Context: an optimization exercise on an open-source flow, tuned for small area, a short achievable clock period and few clock cycles per item. The choices shown serve that exercise and are no tape-out recipe. Where RTL was checked, it was by simulation tests only, not by an equivalence proof against the original. The RTL of runs 2 to 5 was laid out without a check of its function. Power figures rest on the tool's default switching activity, not on a simulated workload.

### design.v
package msr_pkg;
    function automatic logic [11:0] div_step(input logic [3:0] r, input logic [7:0] q,
                                             input logic [3:0] dm);
        logic [4:0] t;
        logic [5:0] s;
        t = {r, q[7]};
        s = {1'b0, t} + {2'b01, ~dm};
        div_step = {s[5] ? s[3:0] : t[3:0], q[6:0], s[5]};
    endfunction
    function automatic logic [11:0] mul8x4(input logic [7:0] c, input logic [3:0] n);
        logic [11:0] a0, a1, a2, a3;
        logic [11:0] s1, k1, s2, k2;
        a0 = {4'd0, c & {8{n[0]}}};
        a1 = {3'd0, c & {8{n[1]}}, 1'b0};
        a2 = {2'd0, c & {8{n[2]}}, 2'b0};
        a3 = {1'd0, c & {8{n[3]}}, 3'b0};
        s1 = a0 ^ a1 ^ a2;
        k1 = {((a0 & a1) | (a0 & a2) | (a1 & a2)), 1'b0};
        s2 = s1 ^ k1 ^ a3;
        k2 = {((s1 & k1) | (s1 & a3) | (k1 & a3)), 1'b0};
        mul8x4 = s2 + k2;
    endfunction
endpackage
module mosaic_scroll_pixel_remap_core (
    input  logic                 clk,
    input  logic                 rst_n,
    input  logic                 start,
    output logic                 busy,
    input  logic                 req_type,
    input  logic [8:0]           dest_x,
    input  logic [7:0]           dest_y,
    input  logic [4:0]           tile_size,
    input  logic [9:0]           cur_scroll_x,
    input  logic [9:0]           snap_scroll_x,
    input  logic [9:0]           cur_scroll_y,
    input  logic [9:0]           snap_scroll_y,
    input  logic                 track_scroll,
    input  logic [31:0]          pixel_in,
    output logic                 done,
    output logic                 write_enable,
    output logic [8:0]           source_x,
    output logic [7:0]           source_y,
    output logic [31:0]          pixel_out,
    input  logic                 cfg_we,
    input  logic [2:0]           cfg_index,
    input  logic [9:0]           cfg_data
);
    logic [8:0] wm1_reg;
    logic [7:0] hm1_reg;
    logic [8:0] m_reg;
    logic [3:0] num_reg;
    logic [3:0] dm1_reg;
    logic       ext_reg;
    logic       keep_reg;    
    logic [3:0] nb_reg;      
    logic       keep_n;
    logic       keep_d;
    assign keep_n = (dm1_reg == 4'd15) || (cfg_data[3:0] > dm1_reg);
    assign keep_d = (cfg_data[3:0] == 4'd0) || (num_reg >= cfg_data[3:0]);
    always_ff @(posedge clk or negedge rst_n)
    begin
        if (!rst_n)
        begin
            wm1_reg  <= 9'd255;
            hm1_reg  <= 8'd223;
            m_reg    <= 9'd64;
            num_reg  <= 4'd15;
            dm1_reg  <= 4'd14;
            ext_reg  <= 1'b0;
            keep_reg <= 1'b1;
            nb_reg   <= 4'd1;
        end
        else if (cfg_we)
        begin
            case (cfg_index)
                3'd0: wm1_reg <= (cfg_data == 10'd0) ? 9'd0
                               : (cfg_data > 10'd512) ? 9'd511 : 9'(cfg_data - 10'd1);
                3'd1: hm1_reg <= (cfg_data[8:0] == 9'd0) ? 8'd0
                               : (cfg_data[8:0] > 9'd256) ? 8'd255 : 8'(cfg_data[8:0] - 9'd1);
                3'd2: m_reg   <= cfg_data[8:0];
                3'd3:
                begin
                    num_reg  <= cfg_data[3:0];
                    keep_reg <= keep_n;
                    nb_reg   <= keep_n ? 4'd1 : cfg_data[3:0];
                end
                3'd4:
                begin
                    dm1_reg  <= cfg_data[3:0] - 4'd1;
                    keep_reg <= keep_d;
                    nb_reg   <= keep_d ? 4'd1 : num_reg;
                end
                3'd5: ext_reg <= cfg_data[0];
                default: ;
            endcase
        end
    end
    logic [3:0] nb;
    logic [3:0] db;
    assign nb = nb_reg;
    assign db = dm1_reg & {4{!keep_reg}};
    assign busy = 1'b0;
    logic [3:0]  sm1_e;
    logic [9:0]  dx_e;
    logic [9:0]  dy_e;
    logic [11:0] p0_e;
    logic [11:0] p1_e;
    logic [11:0] p2_e;
    logic [27:0] side_e;
    logic [9:0]  xm_e;
    logic [10:0] bx_e;
    logic [10:0] by_e;
    logic [8:0]  cu_e;
    always_comb
    begin
        if (tile_size == 5'd0)
            sm1_e = 4'd0;
        else if (tile_size > 5'd16)
            sm1_e = 4'd15;
        else
            sm1_e = 4'(tile_size - 5'd1);
        dx_e = (cur_scroll_x - snap_scroll_x) & {10{track_scroll}};
        dy_e = (cur_scroll_y - snap_scroll_y) & {10{track_scroll}};
        bx_e = {2'b00, dest_x} + {dx_e[9], dx_e};
        by_e = {3'b000, dest_y} + {dy_e[9], dy_e};
        xm_e = {1'b0, dest_x} - {1'b0, m_reg};
        p0_e = msr_pkg::mul8x4(pixel_in[7:0], nb);
        p1_e = msr_pkg::mul8x4(pixel_in[15:8], nb);
        p2_e = msr_pkg::mul8x4(pixel_in[23:16], nb);
        if (req_type)
            side_e = {db, 16'd0, pixel_in[31:24]};
        else
            side_e = {sm1_e, xm_e[9], 1'b0, by_e, bx_e};
        cu_e = xm_e[8:0] ^ {9{xm_e[9]}};
    end
    logic        vld_1;
    logic        typ_1;
    logic [27:0] side_1;
    logic [11:0] p0_1, p1_1, p2_1;
    logic [8:0]  cu_1;
    logic [7:0]  cy_1;
    always_ff @(posedge clk or negedge rst_n)
    begin
        if (!rst_n)
            vld_1 <= 1'b0;
        else
            vld_1 <= start;
    end
    always_ff @(posedge clk)
    begin
        typ_1  <= req_type;
        side_1 <= side_e;
        p0_1   <= p0_e;
        p1_1   <= p1_e;
        p2_1   <= p2_e;
        cu_1   <= cu_e;
        cy_1   <= dest_y;
    end
    logic [3:0]  r0_1, r1_1, r2_1;
    logic [7:0]  q0_1, q1_1, q2_1;
    always_comb
    begin
        if (typ_1)
        begin
            r0_1 = p0_1[11:8];
            q0_1 = p0_1[7:0];
            r1_1 = p1_1[11:8];
            q1_1 = p1_1[7:0];
            r2_1 = p2_1[11:8];
            q2_1 = p2_1[7:0];
        end
        else
        begin
            r0_1 = {3'b000, cu_1[8] & (side_1[27:24] != 4'd0)};
            q0_1 = cu_1[7:0];
            r1_1 = 4'd0;
            q1_1 = 8'd0;
            r2_1 = 4'd0;
            q2_1 = cy_1;
        end
    end
    logic [3:0]  r0_1_0;
    logic [7:0]  q0_1_0;
    assign {r0_1_0, q0_1_0} = msr_pkg::div_step(r0_1, q0_1, side_1[27:24]);
    logic [3:0]  r1_1_0;
    logic [7:0]  q1_1_0;
    assign {r1_1_0, q1_1_0} = msr_pkg::div_step(r1_1, q1_1, side_1[27:24]);
    logic [3:0]  r2_1_0;
    logic [7:0]  q2_1_0;
    assign {r2_1_0, q2_1_0} = msr_pkg::div_step(r2_1, q2_1, side_1[27:24]);
    logic [3:0]  r0_1_1;
    logic [7:0]  q0_1_1;
    assign {r0_1_1, q0_1_1} = msr_pkg::div_step(r0_1_0, q0_1_0, side_1[27:24]);
    logic [3:0]  r1_1_1;
    logic [7:0]  q1_1_1;
    assign {r1_1_1, q1_1_1} = msr_pkg::div_step(r1_1_0, q1_1_0, side_1[27:24]);
    logic [3:0]  r2_1_1;
    logic [7:0]  q2_1_1;
    assign {r2_1_1, q2_1_1} = msr_pkg::div_step(r2_1_0, q2_1_0, side_1[27:24]);
    logic        oob_1;
    logic [27:0] side_1n;
    always_comb
    begin
        oob_1 = !ext_reg && (side_1[10] || side_1[21]
                || (side_1[9:0] > {1'b0, wm1_reg}) || (side_1[20:11] > {2'b00, hm1_reg}));
        side_1n = {side_1[27:23], oob_1 && !typ_1, side_1[21:0]};
    end
    logic        vld_2;
    logic        typ_2;
    logic [27:0] side_2;
    logic [3:0]  r0_2, r1_2, r2_2;
    logic [7:0]  q0_2, q1_2, q2_2;
    always_ff @(posedge clk or negedge rst_n)
    begin
        if (!rst_n)
            vld_2 <= 1'b0;
        else
            vld_2 <= vld_1;
    end
    always_ff @(posedge clk)
    begin
        typ_2 <= typ_1;
        side_2 <= side_1n;
        r0_2 <= r0_1_1;
        q0_2 <= q0_1_1;
        r1_2 <= r1_1_1;
        q1_2 <= q1_1_1;
        r2_2 <= r2_1_1;
        q2_2 <= q2_1_1;
    end
    logic [3:0]  r0_2_0;
    logic [7:0]  q0_2_0;
    assign {r0_2_0, q0_2_0} = msr_pkg::div_step(r0_2, q0_2, side_2[27:24]);
    logic [3:0]  r1_2_0;
    logic [7:0]  q1_2_0;
    assign {r1_2_0, q1_2_0} = msr_pkg::div_step(r1_2, q1_2, side_2[27:24]);
    logic [3:0]  r2_2_0;
    logic [7:0]  q2_2_0;
    assign {r2_2_0, q2_2_0} = msr_pkg::div_step(r2_2, q2_2, side_2[27:24]);
    logic [3:0]  r0_2_1;
    logic [7:0]  q0_2_1;
    assign {r0_2_1, q0_2_1} = msr_pkg::div_step(r0_2_0, q0_2_0, side_2[27:24]);
    logic [3:0]  r1_2_1;
    logic [7:0]  q1_2_1;
    assign {r1_2_1, q1_2_1} = msr_pkg::div_step(r1_2_0, q1_2_0, side_2[27:24]);
    logic [3:0]  r2_2_1;
    logic [7:0]  q2_2_1;
    assign {r2_2_1, q2_2_1} = msr_pkg::div_step(r2_2_0, q2_2_0, side_2[27:24]);
    logic        vld_3;
    logic        typ_3;
    logic [27:0] side_3;
    logic [3:0]  r0_3, r1_3, r2_3;
    logic [7:0]  q0_3, q1_3, q2_3;
    always_ff @(posedge clk or negedge rst_n)
    begin
        if (!rst_n)
            vld_3 <= 1'b0;
        else
            vld_3 <= vld_2;
    end
    always_ff @(posedge clk)
    begin
        typ_3 <= typ_2;
        side_3 <= side_2;
        r0_3 <= r0_2_1;
        q0_3 <= q0_2_1;
        r1_3 <= r1_2_1;
        q1_3 <= q1_2_1;
        r2_3 <= r2_2_1;
        q2_3 <= q2_2_1;
    end
    logic [3:0]  r0_3_0;
    logic [7:0]  q0_3_0;
    assign {r0_3_0, q0_3_0} = msr_pkg::div_step(r0_3, q0_3, side_3[27:24]);
    logic [3:0]  r1_3_0;
    logic [7:0]  q1_3_0;
    assign {r1_3_0, q1_3_0} = msr_pkg::div_step(r1_3, q1_3, side_3[27:24]);
    logic [3:0]  r2_3_0;
    logic [7:0]  q2_3_0;
    assign {r2_3_0, q2_3_0} = msr_pkg::div_step(r2_3, q2_3, side_3[27:24]);
    logic [3:0]  r0_3_1;
    logic [7:0]  q0_3_1;
    assign {r0_3_1, q0_3_1} = msr_pkg::div_step(r0_3_0, q0_3_0, side_3[27:24]);
    logic [3:0]  r1_3_1;
    logic [7:0]  q1_3_1;
    assign {r1_3_1, q1_3_1} = msr_pkg::div_step(r1_3_0, q1_3_0, side_3[27:24]);
    logic [3:0]  r2_3_1;
    logic [7:0]  q2_3_1;
    assign {r2_3_1, q2_3_1} = msr_pkg::div_step(r2_3_0, q2_3_0, side_3[27:24]);
    logic        vld_4;
    logic        typ_4;
    logic [27:0] side_4;
    logic [3:0]  r0_4, r1_4, r2_4;
    logic [7:0]  q0_4, q1_4, q2_4;
    always_ff @(posedge clk or negedge rst_n)
    begin
        if (!rst_n)
            vld_4 <= 1'b0;
        else
            vld_4 <= vld_3;
    end
    always_ff @(posedge clk)
    begin
        typ_4 <= typ_3;
        side_4 <= side_3;
        r0_4 <= r0_3_1;
        q0_4 <= q0_3_1;
        r1_4 <= r1_3_1;
        q1_4 <= q1_3_1;
        r2_4 <= r2_3_1;
        q2_4 <= q2_3_1;
    end
    logic [3:0]  r0_4_0;
    logic [7:0]  q0_4_0;
    assign {r0_4_0, q0_4_0} = msr_pkg::div_step(r0_4, q0_4, side_4[27:24]);
    logic [3:0]  r1_4_0;
    logic [7:0]  q1_4_0;
    assign {r1_4_0, q1_4_0} = msr_pkg::div_step(r1_4, q1_4, side_4[27:24]);
    logic [3:0]  r2_4_0;
    logic [7:0]  q2_4_0;
    assign {r2_4_0, q2_4_0} = msr_pkg::div_step(r2_4, q2_4, side_4[27:24]);
    logic [3:0]  r0_4_1;
    logic [7:0]  q0_4_1;
    assign {r0_4_1, q0_4_1} = msr_pkg::div_step(r0_4_0, q0_4_0, side_4[27:24]);
    logic [3:0]  r1_4_1;
    logic [7:0]  q1_4_1;
    assign {r1_4_1, q1_4_1} = msr_pkg::div_step(r1_4_0, q1_4_0, side_4[27:24]);
    logic [3:0]  r2_4_1;
    logic [7:0]  q2_4_1;
    assign {r2_4_1, q2_4_1} = msr_pkg::div_step(r2_4_0, q2_4_0, side_4[27:24]);
    logic        vld_5;
    logic        typ_5;
    logic [27:0] side_5;
    logic [3:0]  r0_5, r1_5, r2_5;
    logic [7:0]  q0_5, q1_5, q2_5;
    always_ff @(posedge clk or negedge rst_n)
    begin
        if (!rst_n)
            vld_5 <= 1'b0;
        else
            vld_5 <= vld_4;
    end
    always_ff @(posedge clk)
    begin
        typ_5 <= typ_4;
        side_5 <= side_4;
        r0_5 <= r0_4_1;
        q0_5 <= q0_4_1;
        r1_5 <= r1_4_1;
        q1_5 <= q1_4_1;
        r2_5 <= r2_4_1;
        q2_5 <= q2_4_1;
    end
    logic [3:0]  fx_f;
    logic [10:0] ex_f;
    logic [10:0] ey_f;
    logic        negx_f, overx_f, negy_f, overy_f;
    logic [8:0]  sx_f;
    logic [7:0]  sy_f;
    logic        we_f;
    always_comb
    begin
        fx_f  = side_5[23] ? (side_5[27:24] - r0_5) : r0_5;
        ex_f    = side_5[10:0] + {2'b11, ~wm1_reg};
        ey_f    = side_5[21:11] + {3'b111, ~hm1_reg};
        negx_f  = side_5[10] || (side_5[9:4] == 6'd0 && side_5[3:0] < fx_f);
        overx_f = !ex_f[10] && (ex_f[9:4] != 6'd0 || ex_f[3:0] >= fx_f);
        negy_f  = side_5[21] || (side_5[20:15] == 6'd0 && side_5[14:11] < r2_5);
        overy_f = !ey_f[10] && (ey_f[9:4] != 6'd0 || ey_f[3:0] >= r2_5);
        if (overx_f)
            sx_f = wm1_reg;
        else if (negx_f)
            sx_f = 9'd0;
        else
            sx_f = side_5[8:0] - {5'd0, fx_f};
        if (overy_f)
            sy_f = hm1_reg;
        else if (negy_f)
            sy_f = 8'd0;
        else
            sy_f = side_5[18:11] - {4'd0, r2_5};
        we_f = !typ_5 && !side_5[22];
    end
    logic        done_r;
    logic        we_r;
    logic [8:0]  sx_r;
    logic [7:0]  sy_r;
    logic [31:0] px_r;
    always_ff @(posedge clk or negedge rst_n)
    begin
        if (!rst_n)
            done_r <= 1'b0;
        else
            done_r <= vld_5;
    end
    always_ff @(posedge clk)
    begin
        we_r <= we_f;
        sx_r <= sx_f & {9{we_f}};
        sy_r <= sy_f & {8{we_f}};
        px_r <= typ_5 ? {side_5[7:0], q2_5, q1_5, q0_5} : 32'd0;
    end
    assign done         = done_r;
    assign write_enable = we_r;
    assign source_x     = sx_r;
    assign source_y     = sy_r;
    assign pixel_out    = px_r;
endmodule
### flow/run.sh
#!/bin/bash
# The standard layout (the standard.sh, unchanged synthesis and steps),
# with two changes to how the layout is made:
#  - buffer_ports buffers every input and output port with
#    sky130_fd_sc_hd__buf_1 instead of the delay cell it picks by default;
#  - clock tree synthesis does not add dummy loads, and clusters up to 30 sinks per leaf buffer.
set -euo pipefail
export BUFFER_PORTS_ARGS="-buffer_cell sky130_fd_sc_hd__buf_1"
export CTS_ARGS="-sink_clustering_enable -repair_clock_nets -dont_use_dummy_load -sink_clustering_size 30 -sink_clustering_max_diameter 80 -buf_list {sky130_fd_sc_hd__clkbuf_16}"
bash standard.sh > standard_flow.log 2>&1
### standard.sh
#!/bin/bash
# synth_recipe.tcl (not shown) runs the flow's synth.tcl, then flattens the netlist and writes it again
# the make line also repeats each setting of config.mk as NAME=value (left out here)
make -C /OpenROAD-flow-scripts/flow DESIGN_CONFIG=/design/flow/config.mk WORK_HOME=/design/flow/orfs CLKGATE_MAP_FILE= SYNTH_SCRIPT=/design/flow/synth_recipe.tcl "${@:-finish}"
### config.mk
export PLATFORM = sky130hd
export DESIGN_NAME = mosaic_scroll_pixel_remap_core
export DESIGN_NICKNAME = mosaic_scroll_pixel_remap_core
export VERILOG_FILES = /design/flow/design.v
export SDC_FILE = /design/flow/constraint.sdc
export NUM_CORES = 4
export LEC_CHECK = 0
export ABC_AREA = 1
export CAP_MARGIN = 20
export CORE_MARGIN = 2
export CORE_UTILIZATION = 40
export SETUP_SLACK_MARGIN = 2.15
export SLEW_MARGIN = 20
### constraint.sdc
create_clock -name core_clock -period 5.5 [get_ports {clk}]
set_input_delay 1.1000 -clock core_clock [delete_from_list [all_inputs] [get_ports {clk}]]
set_output_delay 1.1000 -clock core_clock [all_outputs]
set_load 0.01 [all_outputs]
==> flow_summary_export.csv, run 1 <==
group,metric,value,unit
setup_path,cp_num_buf_inv,2,
outcome,status,"no timing/DRC/antenna violations",
detailed_routing,ant_nets,0,
synth,seq_area_frac_synth,41.0,%
final_layout,num-fill-cells,5353,
clock_network,cts-root-buf,"clkbuf_16",
setup_path,worst_setup_path_start_kind,"flip-flop",
final_layout,seqCellArea,8950,sq um
sta,rsz0062_at_grt,"yes",
final_layout,largest_reg_flops,32,
final_layout,fin_nets,3192,
final_layout,final_layout_size_suffix_gt1_share,6.47,%
place,dp_hpwl,39.9,mm
sta,relSlewSlack,33.6,%
synth,synth_cell_types,55,
floorplanning,die_area,56300,sq um
global_route,antenna_found_initial,6,
global_route,grt_remaining_overflow,0,
floorplanning,ios,165,
global_route,grt_max_degree,47,
place,gp_congestion,0.894,
synth,synth_warnings,1,
final_layout,areaGrowthSynthToFinish,11.3,%
setup_path,crit_chain,"buf_12 -> nand2_1 -> fa_1 -> inv_1 -> fa_1 -> ha_4 -> a21oi_1 -> nand2_1 -> nand2_1 -> nand2_1 -> nand2_1 -> a21boi_1 -> o21ai_1 -> nand2_1 -> xor2_1",
synth,synth_ff_type,"dfxtp_1",
floorplanning,fp-row-count,85,
setup_path,critPathKind,"reg2reg",
setup_path,worstPathMaxFanout,6,
clock_network,htreeDepth,1,
power_and_ir_drop,power_density,510,nW/um^2
sta,setup_viol,0,
place,placed_area,23300,sq um
final_layout,finish.utilization,45.0,%
final_layout,final_area,24200,sq um
worst_hold_path,hold_class,"reg2reg",
sta,finalHoldViolCount,0,
floorplanning,die_h,237,um
clock_network,cts_buffers,22,
detailed_routing,drtIter0Drc,804,
synth,synth_nets,3007,
setup_path,endpoint_kind,"flip-flop",
detailed_routing,drt_wl_total,50.1,mm
global_route,grt_pass1_vias,16300,
detailed_routing,remaining_drc_errors,0,
detailed_routing,avgRoutedWirePerCell,14.5,um
final_layout,max_flop_register,"px_r",
sta,tightest_slew,0.994,ns
place,io_buffers,163,
synth,avgSynthCellArea,8.42,sq um
power_and_ir_drop,power_leakage,12.4,nW
synth,ys_async_sr_fraction,10.6,%
floorplanning,die_w,237,um
setup_path,crit_arrival,3.64,ns
synth,ys_ff_latch,433,
detailed_routing,viasPerCell,4.74,
sta,hold_ws,0.301,ns
detailed_routing,drt_first_pass_iters,5,
synth,synth_cells,2584,
final_layout,layout_common_cells,"608 x nand2_1, 413 x inv_1, 384 x dfxtp_1, 228 x ha_1, 161 x buf_1",
sta,max_freq,312,MHz
setup_path,required,5.93,ns
sta,clock_skew,0.0658,ns
clock_network,clockBufferDepth,3,
setup_path,critical-path-max-stage-delay,0.67,ns
setup_path,crit_path_frequent_cell,"nand2_1",
clock_network,clk_pin_slew_worst_paths,0.10,ns
synth,synth-edff-count,0,
sta,tns,0,ns
clock_network,cts.sinks,433,
floorplanning,core,53800,sq um
setup_path,worst_path_max_delay_cell,"dfstp_4",
sta,final.min_clock_period,3.20,ns
clock_network,clock_latency,0.56,ns
power_and_ir_drop,ir_drop,231,uV
sta,final_max_slew_viol_count,0,
final_layout,layout_commonest_cell,"nand2_1",
sta,min_period_over_period,58.3,%
floorplanning,floorplan.initialDensity,40.4,%
final_layout,multiInputGateArea,11300,sq um
flow_run,cap_viol_max_count,0,
global_route,grt_pass1_wl,80.5,mm
detailed_routing,vias,16400,
global_route,grt_usage,17.5,%
setup_path,critical-path-top-delay-family,"adder cells",
synth,synth_area,21800,sq um
clock_network,cts_tree,"yes",
[stage by stage]
stage               setup WS (ns)  std cells  total power, mW
finish                       2.30       3465             12.3
global route                 2.10       3465             13.6
CTS                          2.16       3445             12.3
detailed placement           1.68       3417             10.6
global placement             1.79       3417             10.4
floorplan                    2.12       2584             9.16
[what timing repair did]
item,CTS,global route
hold buffers,0,0
gates resized for setup,9,53
endpoints found under the setup margin,16,59
pin swaps,0,16
buffers inserted,6,17
cloned,0,1
endpoints found under the hold margin,0,0
[synthesized netlist by cell type (all sizes together) (4+ instances only)]
cell type | number | area, sq um
ha | 235 | 2940
a31oi | 18 | 119
dfrtp | 21 | 526
o21bai | 4 | 30.0
nor2 | 152 | 583
or3 | 6 | 37.5
nand2 | 622 | 2370
a21boi | 11 | 82.6
inv | 426 | 1600
fa | 75 | 1500
o211ai | 4 | 30.0
o21a | 8 | 60.1
dfxtp | 387 | 7750
nand4 | 17 | 106
nand3b | 6 | 45.0
nand3 | 102 | 515
dfstp | 25 | 657
o22ai | 16 | 100
o311ai | 6 | 52.6
or2 | 11 | 68.8
mux2 | 10 | 113
o31ai | 4 | 30.0
clkbuf | 25 | 93.8
nor3 | 19 | 100
a21oi | 136 | 681
a21o | 8 | 60.1
xor2 | 57 | 499
o21ai | 123 | 623
xnor2 | 27 | 236
buf | 8 | 47.5
[cell families after synthesis]
logic type,count (synthesis),share of synthesized area [%]
mux,10,0.517
xor+xnor,84,3.38
flops,433,41.0
simple gates,940,17.7
other cells,1,0.0172
fa+ha+maj,310,20.4
compound gates,345,8.87
buf+inv,461,8.03
[path summary, 6_finish.rpt]
kind                       cells after the start  slack, ns        end       from
max                                           15       2.30   p0_1[10]  nb_reg[0]
min                                            0       0.30    q1_3[5]    q1_2[3]
max reg2reg                                   15       2.30   p0_1[10]  nb_reg[0]
min reg2reg                                    0       0.30    q1_3[5]    q1_2[3]
max in group asynchronous                      2       4.34  nb_reg[2]      rst_n
min in group asynchronous                      2       0.64     done_r      rst_n
[where the power goes]
| part | total (mW) | internal (mW) | switching, mW |
|---|---|---|---|
| Sequential | 4.62 | 4.17 | 0.443 |
| Combinational | 6.09 | 2.49 | 3.60 |
| Clock | 1.64 | 0.715 | 0.925 |
| Total | 12.3 | 7.38 | 4.97 |
[per-layer routing]
metal | GRT usage (%) | up-vias | wire length (um)
li1 | - | 8545 | -
met1 | 24.1 | 7544 | 24200
met2 | 29.0 | 279 | 22700
met3 | 2.01 | 62 | 1970
met4 | 5.05 | 6 | 1190
met5 | 0 | - | 41
[layout make-up]
type	count	area share (%)
inverters	428	6.74
flip-flops and latches	433	37.0
multi-input cells	1690	46.7
diodes	2	0.0207
clock buffers	22	2.27
repair buffers	194	3.74
well taps	696	3.60
Testbench counts, summed over its fixed seeds: cycles 13,184, items 12,800.
==> run 2: changes to the inputs <==
--- a/design.v
+++ b/design.v
@@ -8,16 +8,29 @@
         div_step = {s[5] ? s[3:0] : t[3:0], q[6:0], s[5]};
     endfunction
-    function automatic logic [11:0] mul8x4(input logic [7:0] c, input logic [3:0] n);
-        logic [11:0] a0, a1, a2, a3;
-        logic [11:0] s1, k1, s2, k2;
-        a0 = {4'd0, c & {8{n[0]}}};
-        a1 = {3'd0, c & {8{n[1]}}, 1'b0};
-        a2 = {2'd0, c & {8{n[2]}}, 2'b0};
-        a3 = {1'd0, c & {8{n[3]}}, 3'b0};
-        s1 = a0 ^ a1 ^ a2;
-        k1 = {((a0 & a1) | (a0 & a2) | (a1 & a2)), 1'b0};
-        s2 = s1 ^ k1 ^ a3;
-        k2 = {((s1 & k1) | (s1 & a3) | (k1 & a3)), 1'b0};
-        mul8x4 = s2 + k2;
+    function automatic logic [6:0] booth_ctl(input logic [3:0] n);
+        booth_ctl = {n[3],
+                     n[3] & !(n[2] & n[1]),
+                     (!n[3] & n[2] & n[1]) | (n[3] & !n[2] & !n[1]),
+                     n[2] ^ n[1],
+                     n[1],
+                     n[1] & !n[0],
+                     n[0]};
+    endfunction
+    function automatic logic [11:0] mul_booth(input logic [7:0] c, input logic [6:0] bc);
+        logic [8:0]  m0;
+        logic [8:0]  m1;
+        logic [11:0] a;
+        logic [11:0] b;
+        logic [11:0] k;
+        logic [11:0] s;
+        logic [11:0] cy;
+        m0 = ({9{bc[0]}} & {1'b0, c}) | ({9{bc[1]}} & {c, 1'b0});
+        m1 = ({9{bc[3]}} & {1'b0, c}) | ({9{bc[4]}} & {c, 1'b0});
+        a  = {3'b000, m0} ^ {12{bc[2]}};
+        b  = {1'b0, m1, 2'b00} ^ {{10{bc[5]}}, 2'b00};
+        k  = {c & {8{bc[6]}}, 1'b0, bc[5], 1'b0, bc[2]};
+        s  = a ^ b ^ k;
+        cy = {(a[10:0] & b[10:0]) | (a[10:0] & k[10:0]) | (b[10:0] & k[10:0]), 1'b0};
+        mul_booth = s + cy;
     endfunction
 endpackage
@@ -53,5 +66,5 @@
     logic       ext_reg;
     logic       keep_reg;    
-    logic [3:0] nb_reg;      
+    logic [6:0] bc_reg;      
     logic       keep_n;
     logic       keep_d;
@@ -69,5 +82,5 @@
             ext_reg  <= 1'b0;
             keep_reg <= 1'b1;
-            nb_reg   <= 4'd1;
+            bc_reg   <= msr_pkg::booth_ctl(4'd1);
         end
         else if (cfg_we)
@@ -83,5 +96,5 @@
                     num_reg  <= cfg_data[3:0];
                     keep_reg <= keep_n;
-                    nb_reg   <= keep_n ? 4'd1 : cfg_data[3:0];
+                    bc_reg   <= msr_pkg::booth_ctl(keep_n ? 4'd1 : cfg_data[3:0]);
                 end
                 3'd4:
@@ -89,5 +102,5 @@
                     dm1_reg  <= cfg_data[3:0] - 4'd1;
                     keep_reg <= keep_d;
-                    nb_reg   <= keep_d ? 4'd1 : num_reg;
+                    bc_reg   <= msr_pkg::booth_ctl(keep_d ? 4'd1 : num_reg);
                 end
                 3'd5: ext_reg <= cfg_data[0];
@@ -96,7 +109,5 @@
         end
     end
-    logic [3:0] nb;
     logic [3:0] db;
-    assign nb = nb_reg;
     assign db = dm1_reg & {4{!keep_reg}};
     assign busy = 1'b0;
@@ -125,7 +136,7 @@
         by_e = {3'b000, dest_y} + {dy_e[9], dy_e};
         xm_e = {1'b0, dest_x} - {1'b0, m_reg};
-        p0_e = msr_pkg::mul8x4(pixel_in[7:0], nb);
-        p1_e = msr_pkg::mul8x4(pixel_in[15:8], nb);
-        p2_e = msr_pkg::mul8x4(pixel_in[23:16], nb);
+        p0_e = msr_pkg::mul_booth(pixel_in[7:0], bc_reg);
+        p1_e = msr_pkg::mul_booth(pixel_in[15:8], bc_reg);
+        p2_e = msr_pkg::mul_booth(pixel_in[23:16], bc_reg);
         if (req_type)
             side_e = {db, 16'd0, pixel_in[31:24]};
==> flow/run.sh (replaced) <==
#!/bin/bash
# The standard layout (the standard.sh, unchanged synthesis and steps),
# with two changes to how the layout is made:
#  - buffer_ports buffers every input and output port with
#    sky130_fd_sc_hd__buf_1 instead of the delay cell it picks by default;
#  - clock tree synthesis does not add dummy loads, and clusters up to 16 sinks per leaf buffer.
set -euo pipefail
export BUFFER_PORTS_ARGS="-buffer_cell sky130_fd_sc_hd__buf_1"
export CTS_ARGS="-sink_clustering_enable -repair_clock_nets -dont_use_dummy_load -sink_clustering_size 16 -sink_clustering_max_diameter 60 -buf_list {sky130_fd_sc_hd__clkbuf_8}"
bash standard.sh > standard_flow.log 2>&1
--- a/config.mk
+++ b/config.mk
@@ -10,4 +10,4 @@
 export CORE_MARGIN = 2
 export CORE_UTILIZATION = 40
-export SETUP_SLACK_MARGIN = 2.15
+export SETUP_SLACK_MARGIN = 2.4
 export SLEW_MARGIN = 20
==> flow_summary_export.csv, run 2 <==
group,metric,value,unit
setup_path,required,6.01,ns
global_route,grt_max_degree,50,
place,io_buffers,163,
floorplanning,ios,165,
synth,avgSynthCellArea,8.32,sq um
global_route,grt_remaining_overflow,0,
synth,synth_fa_ha_area_share,17.9,%
synth,synth-edff-count,0,
final_layout,final_cells,3705,
clock_network,clock_latency,0.62,ns
sta,finalHoldViolCount,0,
synth,muxShareOfSynthArea,0.543,%
power_and_ir_drop,power_leakage,12.6,nW
sta,setup_viol,0,
power_and_ir_drop,power_switching,6.26,mW
power_and_ir_drop,p_comb_share,56.1,%
detailed_routing,vias,17800,
worst_hold_path,hp-start,"q0_3[4]",
global_route,grt_use_met1,24.4,%
setup_path,worst_setup_path_start_kind,"flip-flop",
clock_network,cts-root-buf,"clkbuf_8",
synth,ys_async_sr_fraction,11.2,%
place,dp_hpwl,42.9,mm
setup_path,crit_arrival,3.55,ns
global_route,use_met3,2.76,%
power_and_ir_drop,ir_drop,248,uV
synth,ys_ff_latch,436,
sta,tightest_slew,0.950,ns
sta,min_period_over_period,55.2,%
flow_run,cap_viol_max_count,0,
worst_hold_path,hold_class,"reg2reg",
synth,synth_cell_types,54,
global_route,grt_pass1_wl,86.6,mm
global_route,grt-busiest-layer,"met2",
clock_network,htreeDepth,2,
power_and_ir_drop,switching_share,43.1,%
final_layout,fin_nets,3354,
detailed_routing,drt_first_pass_iters,5,
sta,rsz0062_at_grt,"yes",
power_and_ir_drop,p_int,8.27,mW
synth,yosysTopAreaCell,"dfxtp_1",
setup_path,r2r-start,"typ_1",
outcome,status,"no timing/DRC/antenna violations",
sta,final.min_clock_period,3.04,ns
synth,synth_top_cell_area_share,34.3,%
global_route,grt_pass1_vias,17200,
synth,yosys.area_share.simple,17.9,%
floorplanning,core,56100,sq um
synth,synth_top_family_by_area,"adder cells",
setup_path,endpoint_kind,"flip-flop",
detailed_routing,avgRoutedWirePerCell,14.7,um
final_layout,layout_commonest_cell,"nand2_1",
floorplanning,floorplan.initialDensity,40.3,%
final_layout,areaGrowthSynthToFinish,13.3,%
place,placed_cells,3607,
synth,synth_ff_type,"dfxtp_1",
sta,clock_skew,0.0725,ns
sta,tns,0,ns
sta,final_max_slew_viol_count,0,
global_route,antenna_found_initial,0,
power_and_ir_drop,power_density,568,nW/um^2
clock_network,clk_pin_slew_worst_paths,0.10,ns
setup_path,worstPathMaxFanout,18,
floorplanning,die_w,242,um
floorplanning,die_h,242,um
synth,synth_warnings,1,
clock_network,cts.sinks,436,
power_and_ir_drop,seqPwrFrac,32.5,%
synth,synth_common_cells,"605 x nand2_1, 396 x inv_1, 387 x dfxtp_1",
synth,synth-xor-area-share,6.32,%
synth,seq_area_frac_synth,39.9,%
detailed_routing,ant_nets,0,
detailed_routing,remaining_drc_errors,0,
floorplanning,fp-row-count,87,
detailed_routing,viasPerCell,4.81,
setup_path,cp-startpoint,"typ_1",
final_layout,max_flop_register,"px_r",
clock_network,cts_buffers,41,
detailed_routing,drt_wl_total,54.6,mm
global_route,grt_usage,18.1,%
detailed_routing,drtIter0Drc,870,
final_layout,final_layout_size_suffix_gt1_share,10.0,%
synth,synth_cells,2714,
synth,synth_most_common_cell,"nand2_1",
sta,relSlewSlack,36.6,%
synth,synth_area,22600,sq um
clock_network,cts_tree,"yes",
floorplanning,die_area,58400,sq um
clock_network,clockBufferDepth,3,
synth,synth_nets,3118,
setup_path,critPathKind,"reg2reg",
synth,synth_compound_area_share,10.1,%
synth,synth_area_leaders,"dfxtp_1 34%, ha_1 13%, nand2_1 10%, inv_1 6.6%, fa_1 4.8%",
final_layout,layout_common_cells,"595 x nand2_1, 379 x dfxtp_1, 375 x inv_1, 225 x ha_1, 174 x nor2_1",
clock_network,postCtsHoldBufs,0,
final_layout,largest_reg_flops,32,
power_and_ir_drop,power.share.clock,11.5,%
global_route,use_met2,29.2,%
sta,max_freq,329,MHz
place,gp_congestion,0.901,
run 2: changes by cell type in the layout (fill, tap and decap cells not counted), moves of 10 or more:
cell,previous run,this run
xor2_1,56,110
clkbuf_8,0,41
o22ai_1,16,55
inv_1,413,375
buf_4,26,57
nor2_1,143,174
clkbuf_16,23,0
fa_1,71,52
xnor2_1,27,41
nand2_1,608,595
a21oi_2,6,16
o21ai_0,101,111
run 2: critical path, stage by stage, from the launching register on:
cell,delay (ns)
dfxtp_4,0.38
buf_12,0.15
inv_8,0.07
nand3_2,0.10
nand2_2,0.07
ha_1,0.18
a21o_1,0.17
a31oi_1,0.18
nor2_1,0.10
nor2_2,0.19
nor2_1,0.10
a31oi_2,0.25
ha_4,0.26
a21oi_2,0.15
nand2_2,0.08
a21oi_2,0.16
nand2_2,0.09
buf_4,0.15
nand2_1,0.07
nand2_1,0.06
run 2: stage by stage:
stage	util (%)	total power, mW	hold WS (ns)	cell area (sq um)	worst slack [ns]
after floorplan	-	10.6	0.310	22700	2.21
final	45.6	14.5	0.294	25600	2.46
after global routing	45.6	16.0	0.294	25600	2.31
after CTS	44.5	14.2	0.277	25000	2.40
after global placement	43.1	12.1	0.310	24200	1.81
after detailed placement	43.1	12.4	0.312	24200	1.63
run 2: timing repair:
item	CTS	global route
gates resized for setup	29	101
setup endpoints to repair	62	88
cloned	3	0
buffers inserted	15	38
pin swaps	3	23
run 2: final timing paths:
kind / to / slack [ns] / depth (start not counted)
worst min-delay path: q0_4[6] / 0.29 / 0
worst max register to register: r0_2[1] / 2.46 / 19
min in group asynchronous: m_reg[0] / 0.60 / 2
worst max-delay path: r0_2[1] / 2.46 / 19
max in group asynchronous: m_reg[1] / 4.38 / 2
worst min register to register: q0_4[6] / 0.29 / 0
run 2: metal layers:
| metal | part of all wire, % | vias to the layer above |
|---|---|---|
| li1 | - | 9179 |
| met1 | 48 | 8221 |
| met2 | 45 | 304 |
| met3 | 3.8 | 100 |
| met4 | 3.3 | 0 |
| met5 | 0 | - |
run 2: area by class of cell:
cell class | instances | area [sq um]
flip-flops and latches | 436 | 9030
repair buffers | 223 | 1110
well taps | 756 | 946
diodes | 1 | 2.50
clock buffers | 41 | 564
inverters | 405 | 1610
multi-input cells | 1841 | 12300
fillers | 5547 | 30500
repair inverters | 2 | 15.0
run 2: cells by family (layout without fill, tap and decap cells):
group	count (synthesis)	after routing
simple gates	975	975
buf+inv	437	671
flops	436	436
compound gates	407	407
fa+ha+maj	291	291
xor+xnor	156	156
mux	11	11
other cells	1	2
run 2: power groups by stage:
stage / Clock, mW / Sequential, mW / Combinational (mW)
final: 1.67 / 4.72 / 8.15
after global routing: 1.87 / 4.81 / 9.35
after CTS: 1.75 / 4.72 / 7.72
after detailed placement: 0 / 4.79 / 7.58
after global placement: 0 / 4.78 / 7.33
after floorplan: 0 / 4.63 / 5.96
==> run 3: changes to the inputs <==
--- a/config.mk
+++ b/config.mk
@@ -10,4 +10,4 @@
 export CORE_MARGIN = 2
 export CORE_UTILIZATION = 40
-export SETUP_SLACK_MARGIN = 2.4
+export SETUP_SLACK_MARGIN = 2.6
 export SLEW_MARGIN = 20
==> flow_summary_export.csv, run 3 <==
group,metric,value,unit
setup_path,endpoint_kind,"flip-flop",
flow_run,cap_viol_max_count,0,
sta,final_max_slew_viol_count,0,
detailed_routing,drt_wl_total,56.3,mm
synth,seq_area_frac_synth,39.9,%
outcome,status,"no timing/DRC/antenna violations",
setup_path,worst_setup_path_start_kind,"input pin",
setup_path,worstPathMaxFanout,4,
final_layout,final_cells,3758,
final_layout,layout_commonest_cell,"nand2_1",
setup_path,regToRegSetupSlack,2.55,ns
worst_hold_path,hold_class,"reg2reg",
sta,max_freq,334,MHz
sta,tns,0,ns
final_layout,layout_common_cells,"567 x nand2_1, 380 x dfxtp_1, 336 x inv_1, 193 x ha_1, 164 x nor2_1",
setup_path,reg2reg_depth,19,
power_and_ir_drop,power_density,579,nW/um^2
synth,synth_cells,2714,
clock_network,cts-root-buf,"clkbuf_8",
synth,avgSynthCellArea,8.32,sq um
clock_network,clk_pin_slew_worst_paths,0.09,ns
global_route,grt_usage,18.1,%
floorplanning,core,56100,sq um
global_route,antenna_found_initial,2,
clock_network,cts_tree,"yes",
setup_path,required,6.00,ns
synth,synth-edff-count,0,
place,io_buffers,163,
detailed_routing,drtIter0Drc,1075,
clock_network,postCtsHoldBufs,0,
detailed_routing,ant_nets,0,
sta,relSlewSlack,38.4,%
synth,synth_warnings,1,
synth,ys_ff_latch,436,
floorplanning,floorplan.initialDensity,40.3,%
setup_path,r2r-start,"typ_1",
synth,yosysTopAreaCell,"dfxtp_1",
place,gp_congestion,0.888,
detailed_routing,vias,18300,
synth,synth_area_leaders,"dfxtp_1 34%, ha_1 13%, nand2_1 10%, inv_1 6.6%, fa_1 4.8%",
detailed_routing,viasPerCell,4.86,
synth,synth_common_cells,"605 x nand2_1, 396 x inv_1, 387 x dfxtp_1",
sta,min_period_over_period,54.5,%
final_layout,fin_nets,3407,
floorplanning,ios,165,
final_layout,largest_reg_flops,32,
setup_path,worst_path_max_delay_cell,"fa_2",
synth,synth_cell_types,54,
setup_path,crit_arrival,3.50,ns
global_route,grt_remaining_overflow,0,
place,dp_hpwl,42.3,mm
detailed_routing,avgRoutedWirePerCell,15.0,um
synth,synth_most_common_cell,"nand2_1",
sta,setup_viol,0,
synth,synth_top_cell_area_share,34.3,%
global_route,grt_max_degree,50,
worst_hold_path,hp-start,"side_3[0]",
sta,finalHoldViolCount,0,
setup_path,crit_path_frequent_cell,"o21ai_2",
clock_network,clockBufferDepth,3,
floorplanning,fp-row-count,87,
floorplanning,die_h,242,um
power_and_ir_drop,power_leakage,12.9,nW
final_layout,num-fill-cells,5393,
setup_path,critPathKind,"in2reg",
power_and_ir_drop,ir_drop,280,uV
floorplanning,die_area,58400,sq um
clock_network,cts.sinks,436,
detailed_routing,drt_first_pass_iters,5,
setup_path,worst-path-stages,17,
final_layout,max_flop_register,"px_r",
setup_path,crit_chain,"buf_2 -> ha_4 -> fa_2 -> nor2_2 -> o21ai_2 -> a21boi_2 -> o21ai_1 -> nand2_1 -> o21ai_2 -> a21oi_2 -> ha_4 -> inv_2 -> o21ai_2 -> o21bai_4 -> or2_4 -> nand3_2 -> nand2_1",
setup_path,critical-path-max-stage-delay,0.38,ns
place,dp_slack,1.51,ns
place,placed_cells,3606,
setup_path,critical-path-top-delay-family,"compound AO/OA/AOI/OAI gates",
final_layout,areaGrowthSynthToFinish,19.1,%
final_layout,final_layout_size_suffix_gt1_share,17.1,%
synth,synth_nets,3118,
worst_hold_path,worstHoldEndpoint,"side_4[0]",
global_route,grt_pass1_wl,87.3,mm
floorplanning,die_w,242,um
detailed_routing,remaining_drc_errors,0,
synth,synth_area,22600,sq um
clock_network,htreeDepth,2,
global_route,grt_pass1_vias,17600,
setup_path,reg2reg_to,"r0_2[3]",
sta,tightest_slew,0.919,ns
sta,clock_skew,0.0629,ns
synth,synth_ff_type,"dfxtp_1",
sta,rsz0062_at_grt,"yes",
sta,final.min_clock_period,3.00,ns
worst_hold_path,min_path_cells,0,
clock_network,clock_latency,0.61,ns
clock_network,cts_buffers,42,
sta,setup_ws,2.50,ns
synth,ys_async_sr_fraction,11.2,%
setup_path,cp_num_buf_inv,2,
## run 3: cell counts after synthesis
Identical to the previous run, type by type.
## run 3: cell families (layout without fill, tap and decap cells)
logic type	Yosys count	count (layout)	share of synthesized area, %
adder cells (fa/ha/maj)	291	291	17.9
buffers and inverters	437	721	7.32
multiplexers	11	11	0.543
AO/OA/AOI/OAI	407	407	10.1
XOR/XNOR	156	156	6.32
other	1	2	0.0166
flip-flops	436	436	39.9
AND/OR/NAND/NOR	975	978	17.9
## run 3: area by class of cell
| class | count | area, sq um | area share, % |
|---|---|---|---|
| antenna | 1 | 2.50 | 0.00931 |
| clock buffer | 42 | 578 | 2.15 |
| inverter | 405 | 1610 | 5.99 |
| multi-input combinational | 1844 | 13200 | 48.9 |
| sequential | 436 | 9030 | 33.6 |
| tap | 756 | 946 | 3.52 |
| timing repair buffer | 270 | 1540 | 5.71 |
| timing repair inverter | 4 | 25.0 | 0.0931 |
## run 3: layer usage
layer  global-route usage [%]  vias to the layer above  routed length [um]
met1                     24.2                     8482               26400
met4                     5.79                        2                1220
met5                        0                        -                  11
met3                     2.53                       87                2220
li1                         -                     9299                   -
met2                     30.2                      401               26400
## run 3: how the worst max path moves through the flow
stage          slack [ns]             start         end
2_1_floorplan        2.21   cur_scroll_x[0]   side_1[7]
3_3_place_gp         1.63      track_scroll  side_1[10]
3_5_place_dp         1.51      track_scroll  side_1[10]
4_1_cts              2.57        side_1[26]     r0_2[2]
5_1_grt              2.39             typ_1     r1_2[2]
6_report             2.50  snap_scroll_x[0]   side_1[7]
## run 3: worst reg2reg max path: cells and delay by family, from the launching register on
kind | cells | cell delay, ns
adders and majority gates | 2 | 0.51
AOI/OAI and AO/OA | 5 | 0.78
and+or+nand+nor | 8 | 0.67
buffers and inverters | 4 | 0.46
DFF | 1 | 0.45
## run 3: power breakdown
group,total (mW),switching [mW],internal (mW)
clock,1.69,1.01,0.680
combinational,9.13,5.19,3.94
sequential,4.74,0.481,4.26
total,15.6,6.67,8.88
## run 3: through the flow
stage                     utilization, %  power [mW]  hold WS (ns)  area, sq um
after floorplan                        -        10.9         0.310        22900
after global placement              43.4        12.4         0.310        24300
after detailed placement            43.4        12.7         0.312        24300
after CTS                           45.7        14.7         0.260        25600
after global routing                48.0        17.0         0.289        26900
final                               48.0        15.6         0.275        26900
## run 3: repair_timing
item / in CTS / in global routing
gates cloned: 3 / 6
pin swaps: 29 / 85
endpoints found under the setup margin: 103 / 83
buffers inserted: 52 / 48
resized for setup: 76 / 220
==> run 4: changes to the inputs <==
--- a/design.v
+++ b/design.v
@@ -143,8 +143,11 @@
         else
             side_e = {sm1_e, xm_e[9], 1'b0, by_e, bx_e};
-        cu_e = xm_e[8:0] ^ {9{xm_e[9]}};
+        cu_e = {(xm_e[8] ^ xm_e[9]) & (sm1_e != 4'd0), xm_e[7:0] ^ {8{xm_e[9]}}};
     end
     logic        vld_1;
     logic        typ_1;
+    logic        sel0_1;     
+    logic        sel1_1;     
+    logic        sel2_1;
     logic [27:0] side_1;
     logic [11:0] p0_1, p1_1, p2_1;
@@ -161,4 +164,7 @@
     begin
         typ_1  <= req_type;
+        sel0_1 <= req_type & start;
+        sel1_1 <= req_type | !start;
+        sel2_1 <= req_type ^ !start;
         side_1 <= side_e;
         p0_1   <= p0_e;
@@ -172,22 +178,10 @@
     always_comb
     begin
-        if (typ_1)
-        begin
-            r0_1 = p0_1[11:8];
-            q0_1 = p0_1[7:0];
-            r1_1 = p1_1[11:8];
-            q1_1 = p1_1[7:0];
-            r2_1 = p2_1[11:8];
-            q2_1 = p2_1[7:0];
-        end
-        else
-        begin
-            r0_1 = {3'b000, cu_1[8] & (side_1[27:24] != 4'd0)};
-            q0_1 = cu_1[7:0];
-            r1_1 = 4'd0;
-            q1_1 = 8'd0;
-            r2_1 = 4'd0;
-            q2_1 = cy_1;
-        end
+        r0_1 = sel0_1 ? p0_1[11:8] : {3'b000, cu_1[8]};
+        q0_1 = sel0_1 ? p0_1[7:0] : cu_1[7:0];
+        r1_1 = sel1_1 ? p1_1[11:8] : 4'd0;
+        q1_1 = sel1_1 ? p1_1[7:0] : 8'd0;
+        r2_1 = sel2_1 ? p2_1[11:8] : 4'd0;
+        q2_1 = sel2_1 ? p2_1[7:0] : cy_1;
     end
     logic [3:0]  r0_1_0;
--- a/config.mk
+++ b/config.mk
@@ -10,4 +10,4 @@
 export CORE_MARGIN = 2
 export CORE_UTILIZATION = 40
-export SETUP_SLACK_MARGIN = 2.6
+export SETUP_SLACK_MARGIN = 2.4
 export SLEW_MARGIN = 20
==> flow_summary_export.csv, run 4 <==
group,metric,value,unit
synth,seq_area_frac_synth,40.1,%
setup_path,required,6.00,ns
sta,hold_ws,0.303,ns
place,dp_slack,1.65,ns
sta,tns,0,ns
setup_path,crit_chain,"clkinvlp_4 -> buf_6 -> o22ai_2 -> xor2_1 -> fa_1 -> inv_2 -> ha_4 -> a21oi_4 -> nand2_2 -> a31oi_4 -> o21ai_2 -> a21oi_2 -> nor2_1 -> nor2_1 -> xor2_1",
setup_path,worst_path_max_delay_cell,"dfrtp_2",
sta,tightest_slew,0.957,ns
clock_network,cts-root-buf,"clkbuf_8",
clock_network,cts_buffers,37,
power_and_ir_drop,seqPwrFrac,31.9,%
clock_network,clockBufferDepth,3,
clock_network,clk_pin_slew_worst_paths,0.10,ns
detailed_routing,avgRoutedWirePerCell,15.1,um
outcome,status,"no timing/DRC/antenna violations",
place,placed_area,24300,sq um
detailed_routing,remaining_drc_errors,0,
synth,synth_ff_type,"dfxtp_1",
setup_path,critical-path-top-delay-family,"compound AO/OA/AOI/OAI gates",
place,io_buffers,163,
worst_hold_path,hold_class,"reg2reg",
floorplanning,die_w,242,um
synth,yosysTopAreaCell,"dfxtp_1",
global_route,antenna_found_initial,7,
setup_path,crit_arrival,3.54,ns
final_layout,layout_common_cells,"525 x nand2_1, 381 x dfxtp_1, 362 x inv_1, 217 x ha_1, 163 x nor2_1",
sta,finalHoldViolCount,0,
synth,avgSynthCellArea,8.51,sq um
place,dp_hpwl,43.3,mm
setup_path,critical-path-max-stage-delay,0.48,ns
detailed_routing,routedLengthMet1,25.4,mm
global_route,grt_usage,18.3,%
sta,relSlewSlack,35.8,%
power_and_ir_drop,power.share.clock,10.5,%
clock_network,cts_tree,"yes",
clock_network,clock_latency,0.62,ns
final_layout,areaGrowthSynthToFinish,13.1,%
sta,clock_skew,0.0607,ns
final_layout,layout_commonest_cell,"nand2_1",
detailed_routing,ant_nets,0,
power_and_ir_drop,p_comb_share,57.6,%
synth,ys_async_sr_fraction,11.2,%
sta,final_max_slew_viol_count,0,
final_layout,max_flop_register,"px_r",
sta,min_period_over_period,55.3,%
synth,synth_cells,2653,
place,gp_congestion,0.882,
detailed_routing,drt_first_pass_iters,5,
sta,setup_ws,2.46,ns
floorplanning,die_area,58400,sq um
synth,synth_cell_types,66,
setup_path,cp_num_buf_inv,3,
power_and_ir_drop,power_density,590,nW/um^2
synth,synth_nets,3056,
setup_path,endpoint_kind,"flip-flop",
detailed_routing,drtIter0Drc,886,
synth,synth_warnings,1,
floorplanning,ios,165,
setup_path,worst_setup_path_start_kind,"flip-flop",
power_and_ir_drop,switching_share,43.4,%
detailed_routing,viasPerCell,4.82,
setup_path,critPathKind,"reg2reg",
synth,synth_common_cells,"538 x nand2_1, 390 x dfxtp_1, 389 x inv_1",
power_and_ir_drop,power_switching,6.54,mW
detailed_routing,met2_length,25.9,mm
floorplanning,die_h,242,um
synth,synth_area_leaders,"dfxtp_1 35%, ha_1 13%, nand2_1 8.9%, inv_1 6.5%, fa_1 4.8%",
final_layout,largest_reg_flops,32,
detailed_routing,met3_length,1.89,mm
power_and_ir_drop,power_leakage,12.4,nW
detailed_routing,drt_wl_total,54.8,mm
global_route,grt_remaining_overflow,0,
sta,setup_viol,0,
synth,synth_most_common_cell,"nand2_1",
synth,synth_top_cell_area_share,34.6,%
power_and_ir_drop,ir_drop,233,uV
clock_network,htreeDepth,2,
clock_network,cts.sinks,439,
final_layout,final_area,25600,sq um
floorplanning,core,56100,sq um
sta,final.min_clock_period,3.04,ns
synth,ys_ff_latch,439,
final_layout,multiInputGateArea,12400,sq um
detailed_routing,topRoutingLayerUsed,"met5",
final_layout,seqCellArea,9090,sq um
final_layout,num-fill-cells,5418,
detailed_routing,vias,17500,
flow_run,cap_viol_max_count,0,
global_route,grt_pass1_wl,87.4,mm
synth,synth-edff-count,0,
final_layout,final_layout_size_suffix_gt1_share,11.5,%
final_layout,fin_nets,3275,
sta,max_freq,329,MHz
floorplanning,fp-row-count,87,
sta,rsz0062_at_grt,"yes",
global_route,grt_pass1_vias,17200,
clock_network,postCtsHoldBufs,0,
setup_path,worstPathMaxFanout,7,
power_and_ir_drop,p_int,8.54,mW
floorplanning,floorplan.initialDensity,40.3,%
global_route,grt_max_degree,50,
synth,synth_area,22600,sq um
==> run 4: final cells by class <==
type / count / area share, %
multi-input combinational: 1778 / 48.6
sequential: 439 / 35.6
timing repair inverter: 4 / 0.118
inverter: 401 / 6.14
tap: 756 / 3.70
clock buffer: 37 / 1.99
antenna: 1 / 0.00979
timing repair buffer: 211 / 3.88
==> run 4: path summary, 6_finish.rpt <==
| check | startpoint | end | slack [ns] | depth (start not counted) |
|---|---|---|---|---|
| worst max-delay path | bc_reg[4] | p0_1[11] | 2.46 | 15 |
| worst min-delay path | side_3[0] | side_4[0] | 0.30 | 0 |
| worst max register to register | bc_reg[4] | p0_1[11] | 2.46 | 15 |
| worst min register to register | side_3[0] | side_4[0] | 0.30 | 0 |
| max in group asynchronous | rst_n | bc_reg[5] | 4.40 | 2 |
| min in group asynchronous | rst_n | m_reg[2] | 0.59 | 2 |
==> run 4: repair_timing <==
action,4_1_cts,5_1_grt
pin swaps,0,24
setup endpoints to repair,38,57
buffers inserted,15,28
cloned,2,2
gates resized for setup,20,107
==> run 4: cell families after synthesis <==
kind of cell | synth area share, %
other cells | 0.0166
simple gates | 17.3
xor+xnor | 5.93
buf+inv | 7.39
flops | 40.1
fa+ha+maj | 17.9
compound gates | 10.1
mux | 1.30
==> run 4: stage by stage <==
step                      cells  util [%]  power [mW]
after detailed placement   3542      43.4        13.0
after global placement     3542      43.4        12.7
after global routing       3627      45.6        16.6
final                      3627      45.6        15.1
after floorplan            2653         -        11.1
after CTS                  3596      44.6        14.7
==> run 4: worst reg2reg max path, stage by stage (launching register included) <==
cell,delay [ns]
dfrtp_2,0.48
clkinvlp_4,0.14
buf_6,0.15
o22ai_2,0.19
xor2_1,0.24
fa_1,0.48
inv_2,0.08
ha_4,0.21
a21oi_4,0.12
nand2_2,0.09
a31oi_4,0.19
o21ai_2,0.09
a21oi_2,0.13
nor2_1,0.06
nor2_1,0.12
xor2_1,0.15
==> run 4: power groups by stage <==
stage / clock [mW] / combinational, mW / sequential (mW)
2_1_floorplan: 0 / 6.42 / 4.68
3_3_place_gp: 0 / 7.83 / 4.86
3_5_place_dp: 0 / 8.10 / 4.88
4_1_cts: 1.68 / 8.20 / 4.81
5_1_grt: 1.79 / 9.88 / 4.91
6_report: 1.58 / 8.69 / 4.80
==> run 4: routing by layer <==
| metal | global-route usage, % | vias up |
|---|---|---|
| li1 | - | 8990 |
| met1 | 23.8 | 8119 |
| met2 | 31.1 | 272 |
| met3 | 2.74 | 100 |
| met4 | 6.21 | 12 |
| met5 | 0 | - |
==> run 5: changes to the inputs <==
--- a/config.mk
+++ b/config.mk
@@ -10,4 +10,4 @@
 export CORE_MARGIN = 2
 export CORE_UTILIZATION = 40
-export SETUP_SLACK_MARGIN = 2.4
+export SETUP_SLACK_MARGIN = 2.5
 export SLEW_MARGIN = 20
==> flow_summary_export.csv, run 5 <==
group,metric,value,unit
clock_network,postCtsHoldBufs,0,
detailed_routing,vias,17600,
setup_path,worst_setup_path_start_kind,"input pin",
floorplanning,die_area,58400,sq um
detailed_routing,avgRoutedWirePerCell,15.3,um
synth,yosysTopAreaCell,"dfxtp_1",
floorplanning,floorplan.initialDensity,40.3,%
synth,synth_nets,3056,
setup_path,critPathKind,"in2reg",
synth,ys_ff_latch,439,
final_layout,layout_common_cells,"518 x nand2_1, 382 x dfxtp_1, 336 x inv_1, 211 x ha_1, 160 x nor2_1",
power_and_ir_drop,seqPwrFrac,31.3,%
synth,synth_warnings,1,
sta,setup_viol,0,
synth,synth_cells,2653,
clock_network,cts.sinks,439,
setup_path,crit_arrival,3.49,ns
outcome,status,"no timing/DRC/antenna violations",
synth,synth_common_cells,"538 x nand2_1, 390 x dfxtp_1, 389 x inv_1",
detailed_routing,drtIter0Drc,971,
clock_network,cts_tree,"yes",
power_and_ir_drop,switching_share,43.4,%
clock_network,clock_latency,0.61,ns
final_layout,final_layout_size_suffix_gt1_share,14.4,%
synth,synth_most_common_cell,"nand2_1",
final_layout,fin_nets,3281,
floorplanning,die_w,242,um
synth,seq_area_frac_synth,40.1,%
setup_path,worst_path_max_delay_cell,"fa_1",
power_and_ir_drop,power_leakage,12.5,nW
global_route,grt_pass1_wl,87.3,mm
setup_path,required,5.98,ns
final_layout,areaGrowthSynthToFinish,15.1,%
sta,tightest_slew,0.776,ns
global_route,grt_usage,18.4,%
place,io_buffers,163,
sta,rsz0062_at_grt,"yes",
synth,synth_top_cell_area_share,34.6,%
synth,ys_async_sr_fraction,11.2,%
place,dp_hpwl,43.3,mm
flow_run,cap_viol_max_count,0,
detailed_routing,drt_wl_total,55.5,mm
setup_path,cp-startpoint,"pixel_in[3]",
sta,finalHoldViolCount,0,
synth,synth_area,22600,sq um
sta,hold_ws,0.292,ns
synth,synth_cell_types,66,
power_and_ir_drop,ir_drop,265,uV
worst_hold_path,hold_class,"reg2reg",
floorplanning,die_h,242,um
power_and_ir_drop,power.share.clock,10.8,%
detailed_routing,ant_nets,0,
global_route,grt_remaining_overflow,0,
final_layout,num-fill-cells,5370,
sta,final.min_clock_period,3.01,ns
synth,synth_ff_type,"dfxtp_1",
detailed_routing,viasPerCell,4.84,
synth,synth_area_leaders,"dfxtp_1 35%, ha_1 13%, nand2_1 8.9%, inv_1 6.5%, fa_1 4.8%",
floorplanning,core,56100,sq um
sta,min_period_over_period,54.8,%
power_and_ir_drop,p_comb_share,58.0,%
power_and_ir_drop,p_int,8.69,mW
power_and_ir_drop,power_density,591,nW/um^2
final_layout,layout_commonest_cell,"nand2_1",
sta,final_max_slew_viol_count,0,
setup_path,worstPathMaxFanout,5,
final_layout,seqCellArea,9100,sq um
setup_path,cp_num_buf_inv,3,
synth,avgSynthCellArea,8.51,sq um
final_layout,largest_reg_flops,32,
clock_network,clk_pin_slew_worst_paths,0.09,ns
clock_network,cts_buffers,40,
floorplanning,fp-row-count,87,
place,placed_area,24400,sq um
global_route,grt_max_degree,50,
final_layout,final_area,26000,sq um
setup_path,endpoint_kind,"flip-flop",
synth,synth-edff-count,0,
detailed_routing,remaining_drc_errors,0,
setup_path,crit_chain,"buf_1 -> inv_4 -> o22ai_4 -> xor2_2 -> fa_1 -> inv_2 -> ha_4 -> a21oi_1 -> nand2_1 -> a31oi_4 -> o21ai_2 -> a21oi_1 -> nor2_1 -> nor2_1 -> xor2_1",
global_route,antenna_found_initial,8,
detailed_routing,drt_first_pass_iters,5,
clock_network,clockBufferDepth,3,
worst_hold_path,hp-start,"side_2[18]",
sta,max_freq,332,MHz
setup_path,critical-path-top-delay-family,"adder cells",
global_route,grt_pass1_vias,17400,
sta,clock_skew,0.0658,ns
sta,relSlewSlack,47.7,%
setup_path,critical-path-max-stage-delay,0.56,ns
clock_network,cts-root-buf,"clkbuf_8",
place,gp_congestion,0.911,
final_layout,max_flop_register,"px_r",
floorplanning,ios,165,
clock_network,htreeDepth,2,
sta,tns,0,ns
final_layout,multiInputGateArea,12700,sq um
setup_path,r2r-start,"bc_reg[0]",
power_and_ir_drop,power_switching,6.66,mW
-- run 5: layout make-up --
type / instances / share of cell area [%]
Clock buffer: 40 / 2.12
Multi-Input combinational cell: 1779 / 49.0
Antenna cell: 4 / 0.0385
Tap cell: 756 / 3.64
Sequential cell: 439 / 35.0
Timing Repair inverter: 5 / 0.135
Inverter: 401 / 6.19
Timing Repair Buffer: 212 / 3.90
-- run 5: timing repair --
item | CTS | global route
setup endpoints to repair | 57 | 69
setup buffers | 24 | 20
gates cloned | 3 | 3
pin swaps | 3 | 48
resized for setup | 39 | 153
-- run 5: worst reg2reg max path: stages (launching register included) --
cell and delay [ns]:
dfstp_2 0.64, inv_8 0.12, o22ai_4 0.14, xor2_2 0.10
fa_1 0.56, inv_2 0.05, ha_4 0.23, a21oi_1 0.13
nand2_1 0.13, a31oi_4 0.21, o21ai_2 0.09, a21oi_1 0.14
nor2_1 0.05, nor2_1 0.12, xor2_1 0.14
-- run 5: final timing paths --
path,end,slack [ns],cells past startpoint
max in group asynchronous,bc_reg[5],4.35,2
hold reg to reg,side_3[18],0.29,0
setup reg to reg,p0_1[11],2.53,14
setup / recovery,p0_1[11],2.49,15
hold / removal,side_3[18],0.29,0
min in group asynchronous,bc_reg[2],0.61,2
-- run 5: metal layers --
metal  GRT usage, %  part of all wire, %
met4           6.70                  3.1
met2           31.4                   48
met5              0                0.097
met3           2.49                  3.3
met1           23.6                   46
-- run 5: cells by family after synthesis --
| family | Yosys count | synth area share, % |
|---|---|---|
| AOI/OAI and AO/OA | 395 | 10.1 |
| xor gates and xnor gates | 150 | 5.93 |
| adders and majority gates | 290 | 17.9 |
| buffers and inverters | 436 | 7.39 |
| DFF | 439 | 40.1 |
| muxes | 26 | 1.30 |
| other | 1 | 0.0166 |
| and+or+nand+nor | 916 | 17.3 |
-- run 5: power by group through the flow --
| stage | Sequential [mW] | Combinational (mW) | Clock (mW) |
|---|---|---|---|
| 6_report | 4.80 | 8.90 | 1.66 |
| 5_1_grt | 4.90 | 10.1 | 1.84 |
| 4_1_cts | 4.81 | 8.41 | 1.74 |
| 3_5_place_dp | 4.87 | 8.17 | 0 |
| 3_3_place_gp | 4.86 | 7.91 | 0 |
| 2_1_floorplan | 4.68 | 6.48 | 0 |
-- run 5: through the flow --
stage          power [mW]  util, %  std cells  setup WS (ns)
6_report             15.4     46.4       3636           2.49
2_1_floorplan        11.2        -       2653           2.20
5_1_grt              16.8     46.4       3634           2.38
3_3_place_gp         12.8     43.5       3542           1.78
4_1_cts              15.0     45.1       3609           2.44
3_5_place_dp         13.0     43.5       3542           1.65

afterwards: timing with drivers on the ports:
How much do the figures lean on ideal ports? The routed layouts below were timed once more, with nothing changed but the port constraints.
Step 1 sets driving cells, clkbuf_16 on the clock port and buf_2 on the other inputs (assumed; they add their load-dependent delay and slew).
Step 2 times the ports against the registers' clock, not the clock port: input delays grow and output delays shrink by t, the midpoint of the rising clock arrivals with the driver on.
Three values: ideal, step 1, step 2; two values: the first two.
run | t (ns) | setup WS [ns] | hold slack, ns | worst data-port slew with drivers (ns) | pins driven straight from the clock port
run 1 | 0.582 | 2.296 / 2.296 / 1.758 | 0.301 / 0.301 / 0.301 | 0.10 | 1
run 2 | 0.651 | 2.463 / 2.463 / 1.934 | 0.294 / 0.294 / 0.294 | 0.08 | 1
run 3 | 0.657 | 2.502 / 2.523 / 1.866 | 0.275 / 0.275 / 0.275 | 0.07 | 1
run 4 | 0.644 | 2.459 / 2.459 / 1.894 | 0.303 / 0.303 / 0.303 | 0.10 | 1
run 5 | 0.638 | 2.488 / 2.516 / 1.878 | 0.292 / 0.292 / 0.292 | 0.09 | 1
After both steps every run listed still meets setup and hold. The setup slack of run 3, which loses most, moves by +0.021 ns with the drivers and by -0.636 ns with both steps.
